This design comes from an exercise in tuning for small area, a short achievable clock period and few clock cycles per item on the open sky130 flow, not from production work. At most, simulation tests tie the RTL to the original design; equivalence was not proved.

== lane 1 ==
==> module cordic_add, before the edit <==
module cordic_add #(
  parameter int W    = 20,
  parameter int KIND = 2,
  parameter int SH   = 0,                
  parameter bit KON  = 1'b0,             
  parameter logic [W-1:0] K0 = '0,       
  parameter logic [W-1:0] K1 = '0        
) (
  input  logic [W-1:0] a,
  input  logic [W-1:0] b,
  input  logic         inv,
  input  logic         ci,
  output logic [W-1:0] s,
  output logic         pm,     
  output logic         cm      
);
  function automatic int clog2(input int n);
    clog2 = 0;
    while ((1 << clog2) < n) clog2++;
  endfunction
  localparam int L = clog2(W);
  function automatic bit comp(input int l, input int i);
    comp = (KIND == 1) ? (((i >> l) & 1) == 1) : (i >= (1 << l));
  endfunction
  function automatic int partner(input int l, input int i);
    partner = (KIND == 1) ? ((i >> l) << l) - 1 : i - (1 << l);
  endfunction
  function automatic int ones(input int n);
    ones = 0;
    for (int m = 0; m < 8; m++) ones += (n >> m) & 1;
  endfunction
  function automatic bit pol(input int l, input int i);
    if (KIND == 1) pol = ones(i & ((1 << l) - 1)) % 2 == 1;
    else           pol = ((i == 0) ? 0 : ((clog2(i + 1) < l) ? clog2(i + 1) : l)) % 2 == 1;
  endfunction
  function automatic bit isp(input int l, input int j);
    if (KIND == 1) isp = ((j + 1) % (1 << l) == 0) && ((((j + 1) >> l) & 1) == 1) && (j + 1 < W);
    else           isp = j + (1 << l) < W;
  endfunction
  logic [W-1:0] bb, p, g;
  logic [W-1:0] gg [0:L];
  logic [W-1:0] pp [0:L];
  logic [W-1:0] gx [0:L];    
  logic [W-1:0] px [0:L];
  if (KON) begin : g_k
    for (genvar i = 0; i < W; i++) begin : g_b
      if (K0[i] == K1[i]) begin : g_c
        assign bb[i] = K0[i];
      end else if (K1[i]) begin : g_t
        assign bb[i] = inv;
      end else begin : g_f
        assign bb[i] = ~inv;
      end
    end
  end else begin : g_v
    logic [W-1:0] bs;
    logic         sx;
    assign sx = b[W-1] ^ inv;
    for (genvar i = 0; i < W; i++) begin : g_bs
      assign bs[i] = (i + SH < W) ? b[i + SH] : b[W-1];
    end
    for (genvar i = 0; i < W; i++) begin : g_b
      if (i >= W - 1 - SH) begin : g_s
        assign bb[i] = sx;
      end else begin : g_d
        assign bb[i] = bs[i] ^ inv;
      end
    end
  end
  assign p  = a ^ bb;
  assign g  = a & bb;
  if (KON) begin : g_c0
    assign gg[0][0] = g[0];                  
  end else begin : g_c0
    cordic_cy0 u_c (.a(a[0]), .b(b[SH]), .inv(inv), .g(gg[0][0]));
  end
  assign gg[0][W-1:1] = g[W-1:1];
  assign pp[0] = p;
  for (genvar l = 0; l < L; l++) begin : g_lv
    for (genvar i = 0; i < W; i++) begin : g_b
      localparam int  J  = partner(l, i);
      localparam bit  PI = pol(l, i);
      localparam bit  DO = comp(l, i);
      localparam bit  FIN = (J < (1 << l));    
      localparam bit  PJ = (DO && J >= 0) ? pol(l, J) : 1'b0;
      if (DO && J >= 0) begin : g_c
        logic gl, pl;
        if (PJ == PI) begin : g_same
          assign gl = gg[l][J];
          assign pl = pp[l][J];
        end else begin : g_flip
          assign gl = gx[l][J];
          assign pl = px[l][J];
        end
        if (FIN) begin : g_gray
          if (PI) begin : g_o
            cordic_goai u_c (.gh(gg[l][i]), .ph(pp[l][i]), .gl(gl), .g(gg[l+1][i]));
          end else begin : g_a
            cordic_gaoi u_c (.gh(gg[l][i]), .ph(pp[l][i]), .gl(gl), .g(gg[l+1][i]));
          end
          assign pp[l+1][i] = 1'b0;
        end else begin : g_black
          if (PI) begin : g_o
            cordic_boai u_c (.gh(gg[l][i]), .ph(pp[l][i]), .gl(gl), .pl(pl),
                             .g(gg[l+1][i]), .p(pp[l+1][i]));
          end else begin : g_a
            cordic_baoi u_c (.gh(gg[l][i]), .ph(pp[l][i]), .gl(gl), .pl(pl),
                             .g(gg[l+1][i]), .p(pp[l+1][i]));
          end
        end
      end else begin : g_pass
        assign gg[l+1][i] = gg[l][i];
        assign pp[l+1][i] = pp[l][i];
      end
      if (isp(l, i)) begin : g_x
        cordic_inv u_gx (.a(gg[l][i]), .y(gx[l][i]));
        cordic_inv u_px (.a(pp[l][i]), .y(px[l][i]));
      end else begin : g_nx
        assign gx[l][i] = 1'b0;
        assign px[l][i] = 1'b0;
      end
    end
  end
  logic [W-1:0] c, cp;
  assign c = {gg[L][W-2:0], ci};
  assign pm = p[W-1];
  assign cm = c[W-1];
  for (genvar i = 0; i < W; i++) begin : g_s
    localparam bit PC = (i == 0) ? 1'b0 : pol(L, i - 1);
    if (PC) begin : g_n
      cordic_xnor u_s (.a(p[i]), .b(c[i]), .y(s[i]));
    end else begin : g_p
      cordic_xor u_s (.a(p[i]), .b(c[i]), .y(s[i]));
    end
  end
endmodule
==> module cordic_xnor, before the edit <==
module cordic_xnor (
  input  logic a,
  input  logic b,
  output logic y
);
  assign y = ~(a ^ b);
endmodule
Settings: LEC_CHECK=0, CAP_MARGIN=20, CORE_MARGIN=2, CORE_UTILIZATION=65, CTS_BUF_LIST=sky130_fd_sc_hd__clkbuf_8, PLACE_DENSITY=0.8, SETUP_SLACK_MARGIN=2.2, SLEW_MARGIN=20, SYNTH_HIERARCHICAL=1, SYNTH_MINIMUM_KEEP_SIZE=0; clock period 5.0 ns.
run.sh (not shown) runs the stock make flow with config.mk's settings and CLKGATE_MAP_FILE= SYNTH_SCRIPT=/design/flow/synth_recipe.tcl, a recipe that flattens the netlist after the stock synthesis.
The following lists how lane 2 was set up differently from lane 1:
--- a/flow/design.v
+++ b/flow/design.v
@@ -352,13 +352,9 @@
   assign pm = p[W-1];
   assign cm = c[W-1];
   for (genvar i = 0; i < W; i++) begin : g_s
     localparam bit PC = (i == 0) ? 1'b0 : pol(L, i - 1);
-    if (PC) begin : g_n
-      cordic_xnor u_s (.a(p[i]), .b(c[i]), .y(s[i]));
-    end else begin : g_p
-      cordic_xor u_s (.a(p[i]), .b(c[i]), .y(s[i]));
-    end
+    assign s[i] = p[i] ^ c[i] ^ PC;
   end
 endmodule
 module cordic_baoi (
   input  logic gh, ph, gl, pl,
@@ -454,11 +450,4 @@
   output logic g
 );
   assign g = inv ? (a | ~b) : (a & b);
 endmodule
-module cordic_xnor (
-  input  logic a,
-  input  logic b,
-  output logic y
-);
-  assign y = ~(a ^ b);
-endmodule
==> run notes <==
- Diff lane 1 -> lane 2: maximum number of pins on one net before global-route repair higher, area of the mapped netlist roughly the same, critical path depth lower.
- Diff lane 2 and lane 1: worst endpoint data arrival time higher in lane 2
No run of this note included a check of the RTL's function; only the layout flow was run.

---

The RTL this note starts from:
==> flow/design.v <==
module cordic_engine #(
  parameter int WIDTH       = 16,
  parameter int ANGLE_WIDTH = 16,
  parameter int STAGES      = 14,
  parameter int GUARD       = 2,
  parameter int TAG_WIDTH   = 8
) (
  input  logic                   clock,
  input  logic                   reset,
  input  logic                   in_valid,
  output logic                   in_ready,
  input  logic                   mode_in,
  input  logic signed [WIDTH-1:0] x_in,
  input  logic signed [WIDTH-1:0] y_in,
  input  logic [ANGLE_WIDTH-1:0] angle_in,
  input  logic [TAG_WIDTH-1:0]   tag_in,
  output logic                   out_valid,
  input  logic                   out_ready,
  output logic signed [WIDTH+1:0] x_out,
  output logic signed [WIDTH+1:0] y_out,
  output logic [ANGLE_WIDTH-1:0] angle_out,
  output logic                   mode_out,
  output logic [TAG_WIDTH-1:0]   tag_out
);
  localparam int IW = WIDTH + 2 + GUARD;
  localparam int AW = ANGLE_WIDTH;
  localparam int OW = WIDTH + 2;
  localparam int ADD  = 1;
  localparam int ADDZ = 1;
  localparam logic [AW-1:0] HALF = {1'b1, {(AW-1){1'b0}}};
  function automatic logic [AW-1:0] atan_lut(input int i);
    logic [32:0] a;
    logic [32:0] r;
    case (i)
      0:  a = 33'h20000000;
      1:  a = 33'h12E4051E;
      2:  a = 33'h09FB385B;
      3:  a = 33'h051111D4;
      4:  a = 33'h028B0D43;
      5:  a = 33'h0145D7E1;
      6:  a = 33'h00A2F61E;
      7:  a = 33'h00517C55;
      8:  a = 33'h0028BE53;
      9:  a = 33'h00145F2F;
      10: a = 33'h000A2F98;
      11: a = 33'h000517CC;
      12: a = 33'h00028BE6;
      13: a = 33'h000145F3;
      14: a = 33'h0000A2FA;
      15: a = 33'h0000517D;
      16: a = 33'h000028BE;
      17: a = 33'h0000145F;
      18: a = 33'h00000A30;
      19: a = 33'h00000518;
      20: a = 33'h0000028C;
      21: a = 33'h00000146;
      22: a = 33'h000000A3;
      23: a = 33'h00000051;
      24: a = 33'h00000029;
      25: a = 33'h00000014;
      26: a = 33'h0000000A;
      27: a = 33'h00000005;
      28: a = 33'h00000003;
      29: a = 33'h00000001;
      30: a = 33'h00000001;
      default: a = 33'h0;
    endcase
    r = (a + ((33'd1 << 32) >> (AW + 1))) >> (32 - AW);
    atan_lut = r[AW-1:0];
  endfunction
  function automatic int lo_bit(input int k);
    if (k <= 1)      lo_bit = GUARD;
    else if (k == 2) lo_bit = GUARD - 1;
    else             lo_bit = 0;
    if (lo_bit < 0) lo_bit = 0;
  endfunction
  function automatic int hi_bit(input int k);
    hi_bit = (k == 0) ? WIDTH + GUARD : IW - 1;
  endfunction
  logic en;                        
  logic v [0:STAGES];              
  assign out_valid = v[STAGES];
  assign en        = ~v[STAGES] | out_ready;
  assign in_ready  = en;
  logic signed [IW-1:0] xs [0:STAGES];
  logic signed [IW-1:0] ys [0:STAGES];
  logic [AW-1:0]        zs [0:STAGES];
  logic                 m  [0:STAGES];
  logic [TAG_WIDTH-1:0] ts [0:STAGES];
  logic                 ds [0:STAGES];     
  logic signed [IW-1:0] x_ext, y_ext, x_pre, y_pre;
  logic [AW-1:0]        z_pre;
  logic                 flip;
  always_comb begin
    x_ext = {{(IW-WIDTH){x_in[WIDTH-1]}}, x_in} <<< GUARD;
    y_ext = {{(IW-WIDTH){y_in[WIDTH-1]}}, y_in} <<< GUARD;
    flip  = mode_in ? x_in[WIDTH-1] : (angle_in[AW-1] ^ angle_in[AW-2]);
    x_pre = flip ? -x_ext : x_ext;
    y_pre = flip ? -y_ext : y_ext;
    if (mode_in) z_pre = flip ? HALF : '0;
    else         z_pre = flip ? angle_in + HALF : angle_in;
  end
  for (genvar k = 0; k <= STAGES; k++) begin : g_st
    localparam int LO = lo_bit(k);
    localparam int HI = hi_bit(k);
    logic signed [IW-1:0] xd, yd;    
    logic [AW-1:0]        zd;
    logic                 md;
    logic                 dd;
    logic [TAG_WIDTH-1:0] td;
    logic                 ld;        
    logic [HI:LO]         xr, yr;
    logic [AW-1:0]        zr;
    logic                 mr;
    logic                 dr;
    logic [TAG_WIDTH-1:0] tr;
    if (k == 0) begin : g_in
      assign xd = x_pre;
      assign yd = y_pre;
      assign zd = z_pre;
      assign md = mode_in;
      assign dd = mode_in ? ((|y_in) & (y_in[WIDTH-1] ^ x_in[WIDTH-1])) : ~angle_in[AW-2];
      assign td = tag_in;
      assign ld = en;
      always_ff @(posedge clock or posedge reset) begin
        if (reset) v[0] <= 1'b0;
        else if (en) v[0] <= in_valid;
      end
    end else begin : g_it
      localparam int I = k - 1;
      localparam logic [AW-1:0] ATAN = atan_lut(I);
      localparam logic [AW-1:0] NATAN = -atan_lut(I);
      logic signed [IW-1:0] xsh, ysh;
      logic [IW:0]          xa, ya;
      logic                 d;
      logic [AW-1:0]        zn;
      assign xsh = xs[k-1] >>> I;
      assign ysh = ys[k-1] >>> I;
      assign d   = ds[k-1];
      cordic_add #(.W(IW), .KIND(ADD)) u_x (.a(xs[k-1]), .b(ysh), .inv(d), .ci(d), .s(xa[IW:1]));
      cordic_add #(.W(IW), .KIND(ADD)) u_y (.a(ys[k-1]), .b(xsh), .inv(~d), .ci(~d), .s(ya[IW:1]));
      assign zn = zs[k-1] + (d ? NATAN : ATAN);
      assign xa[0] = 1'b0;
      assign ya[0] = 1'b0;
      assign xd = xa[IW:1];
      assign yd = ya[IW:1];
      assign zd = zn;
      assign md = m[k-1];
      assign dd = (k < STAGES) ? (m[k-1] ? ya[IW] : ~zn[AW-1]) : 1'b0;
      assign td = ts[k-1];
      assign ld = en;
      always_ff @(posedge clock or posedge reset) begin
        if (reset) v[k] <= 1'b0;
        else if (en) v[k] <= v[k-1];
      end
    end
    always_ff @(posedge clock) begin
      if (ld) begin
        xr <= xd[HI:LO];
        yr <= yd[HI:LO];
        zr <= zd;
        mr <= md;
        dr <= dd;
        tr <= td;
      end
    end
    assign xs[k] = {{(IW-1-HI){xr[HI]}}, xr, {LO{1'b0}}};
    assign ys[k] = {{(IW-1-HI){yr[HI]}}, yr, {LO{1'b0}}};
    assign zs[k] = zr;
    assign m[k]  = mr;
    assign ds[k] = dr;
    assign ts[k] = tr;
  end
  assign x_out     = xs[STAGES][IW-1:GUARD];
  assign y_out     = ys[STAGES][IW-1:GUARD];
  assign angle_out = zs[STAGES];
  assign mode_out  = m[STAGES];
  assign tag_out   = ts[STAGES];
endmodule
module cordic_add #(
  parameter int W    = 20,
  parameter int KIND = 2
) (
  input  logic [W-1:0] a,
  input  logic [W-1:0] b,
  input  logic         inv,
  input  logic         ci,
  output logic [W-1:0] s
);
  function automatic int clog2(input int n);
    clog2 = 0;
    while ((1 << clog2) < n) clog2++;
  endfunction
  localparam int L = clog2(W);
  function automatic bit comp(input int l, input int i);
    comp = (KIND == 1) ? (((i >> l) & 1) == 1) : (i >= (1 << l));
  endfunction
  function automatic int partner(input int l, input int i);
    partner = (KIND == 1) ? ((i >> l) << l) - 1 : i - (1 << l);
  endfunction
  function automatic bit pol(input int l, input int i);
    pol = 1'b0;
    for (int m = 0; m < l; m++) if (comp(m, i)) pol = ~pol;
  endfunction
  function automatic bit needx(input int l, input int j);
    needx = 1'b0;
    for (int i = 0; i < W; i++)
      if (comp(l, i) && partner(l, i) == j && pol(l, i) != pol(l, j)) needx = 1'b1;
  endfunction
  logic [W-1:0] bb, p, g;
  logic [W-1:0] gg [0:L];
  logic [W-1:0] pp [0:L];
  logic [W-1:0] gx [0:L];    
  logic [W-1:0] px [0:L];
  assign bb = b ^ {W{inv}};
  assign p  = a ^ bb;
  assign g  = a & bb;
  assign gg[0] = {g[W-1:1], g[0] | (p[0] & ci)};
  assign pp[0] = p;
  for (genvar l = 0; l < L; l++) begin : g_lv
    for (genvar i = 0; i < W; i++) begin : g_b
      localparam int  J  = partner(l, i);
      localparam bit  PI = pol(l, i);
      localparam bit  DO = comp(l, i);
      localparam bit  FIN = (J < (1 << l));    
      localparam bit  PJ = (DO && J >= 0) ? pol(l, J) : 1'b0;
      if (DO && J >= 0) begin : g_c
        logic gl, pl;
        if (PJ == PI) begin : g_same
          assign gl = gg[l][J];
          assign pl = pp[l][J];
        end else begin : g_flip
          assign gl = gx[l][J];
          assign pl = px[l][J];
        end
        if (FIN) begin : g_gray
          if (PI) begin : g_o
            cordic_goai u_c (.gh(gg[l][i]), .ph(pp[l][i]), .gl(gl), .g(gg[l+1][i]));
          end else begin : g_a
            cordic_gaoi u_c (.gh(gg[l][i]), .ph(pp[l][i]), .gl(gl), .g(gg[l+1][i]));
          end
          assign pp[l+1][i] = 1'b0;
        end else begin : g_black
          if (PI) begin : g_o
            cordic_boai u_c (.gh(gg[l][i]), .ph(pp[l][i]), .gl(gl), .pl(pl),
                             .g(gg[l+1][i]), .p(pp[l+1][i]));
          end else begin : g_a
            cordic_baoi u_c (.gh(gg[l][i]), .ph(pp[l][i]), .gl(gl), .pl(pl),
                             .g(gg[l+1][i]), .p(pp[l+1][i]));
          end
        end
      end else begin : g_pass
        assign gg[l+1][i] = gg[l][i];
        assign pp[l+1][i] = pp[l][i];
      end
      if (needx(l, i)) begin : g_x
        cordic_inv u_gx (.a(gg[l][i]), .y(gx[l][i]));
        cordic_inv u_px (.a(pp[l][i]), .y(px[l][i]));
      end else begin : g_nx
        assign gx[l][i] = 1'b0;
        assign px[l][i] = 1'b0;
      end
    end
  end
  logic [W-1:0] c, cp;
  assign c = {gg[L][W-2:0], ci};
  for (genvar i = 0; i < W; i++) begin : g_s
    localparam bit PC = (i == 0) ? 1'b0 : pol(L, i - 1);
    assign s[i] = p[i] ^ c[i] ^ PC;
  end
endmodule
module cordic_baoi (
  input  logic gh, ph, gl, pl,
  output logic g, p
);
  assign g = ~(gh | (ph & gl));
  assign p = ~(ph & pl);
endmodule
module cordic_boai (
  input  logic gh, ph, gl, pl,
  output logic g, p
);
  assign g = ~(gh & (ph | gl));
  assign p = ~(ph | pl);
endmodule
module cordic_gaoi (
  input  logic gh, ph, gl,
  output logic g
);
  assign g = ~(gh | (ph & gl));
endmodule
module cordic_goai (
  input  logic gh, ph, gl,
  output logic g
);
  assign g = ~(gh & (ph | gl));
endmodule
module cordic_inv (
  input  logic a,
  output logic y
);
  assign y = ~a;
endmodule
Settings: LEC_CHECK=0, CAP_MARGIN=20, CORE_MARGIN=2, CORE_UTILIZATION=45, PLACE_DENSITY=0.6, SETUP_SLACK_MARGIN=2.2, SLEW_MARGIN=20, SYNTH_HIERARCHICAL=1, SYNTH_MINIMUM_KEEP_SIZE=0; clock period 5.0 ns.
Testbench counts at the start, summed over its fixed seeds: cycles 3,320, items 3,200.
Next try:
--- a/flow/design.v
+++ b/flow/design.v
@@ -185,15 +185,11 @@
   input  logic [W-1:0] b,
   input  logic         inv,
   input  logic         ci,
   output logic [W-1:0] s
 );
-  function automatic int clog2(input int n);
-    clog2 = 0;
-    while ((1 << clog2) < n) clog2++;
-  endfunction
-  localparam int L = clog2(W);
+  localparam int L = $clog2(W);
   function automatic bit comp(input int l, input int i);
     comp = (KIND == 1) ? (((i >> l) & 1) == 1) : (i >= (1 << l));
   endfunction
   function automatic int partner(input int l, input int i);
     partner = (KIND == 1) ? ((i >> l) << l) - 1 : i - (1 << l);
=> The new run completed with no timing, DRC or antenna violations; critical path depth stays the same; core utilization does not change; sequential cell count does not change; global-route usage stays the same; routed wire length stays the same; area after synthesis does not change; first-iteration DRC count stays the same; die area is unchanged; design area stays the same.
For the second run of this note, only the layout was checked, not whether the RTL still works.

## static timing again, ports no longer ideal
No port has a modelled driver above. Below, the same layouts with a new extraction and two added sets of constraints.
Step 1 sets driving cells, clkbuf_16 on the clock port and buf_2 on the other inputs (assumed; they add their load-dependent delay and slew).
Step 2 times the ports against the registers' clock, not the clock port: input delays grow and output delays shrink by t, the midpoint of the rising clock arrivals with the driver on.
Slacks: no drivers / after step 1 / after step 2; pairs: no drivers / after step 1.
run | t, ns | setup slack, ns | slew at the worst register clock pin (ns)
lane 1 | 0.939 | 2.217 / 2.210 / 1.606 | 0.07 / 0.07
lane 2 | 0.926 | 2.125 / 2.125 / 1.560 | 0.07 / 0.07
the first run of note 2 | 0.790 | 2.048 / 2.048 / 1.559 | 0.07 / 0.07
the second run of note 2 | 0.790 | 2.048 / 2.048 / 1.559 | 0.07 / 0.07
After both steps setup and hold are still met in every run listed. For lane 1, which loses most, drivers alone change the setup slack by -0.007 ns; drivers and shift together by -0.611 ns.
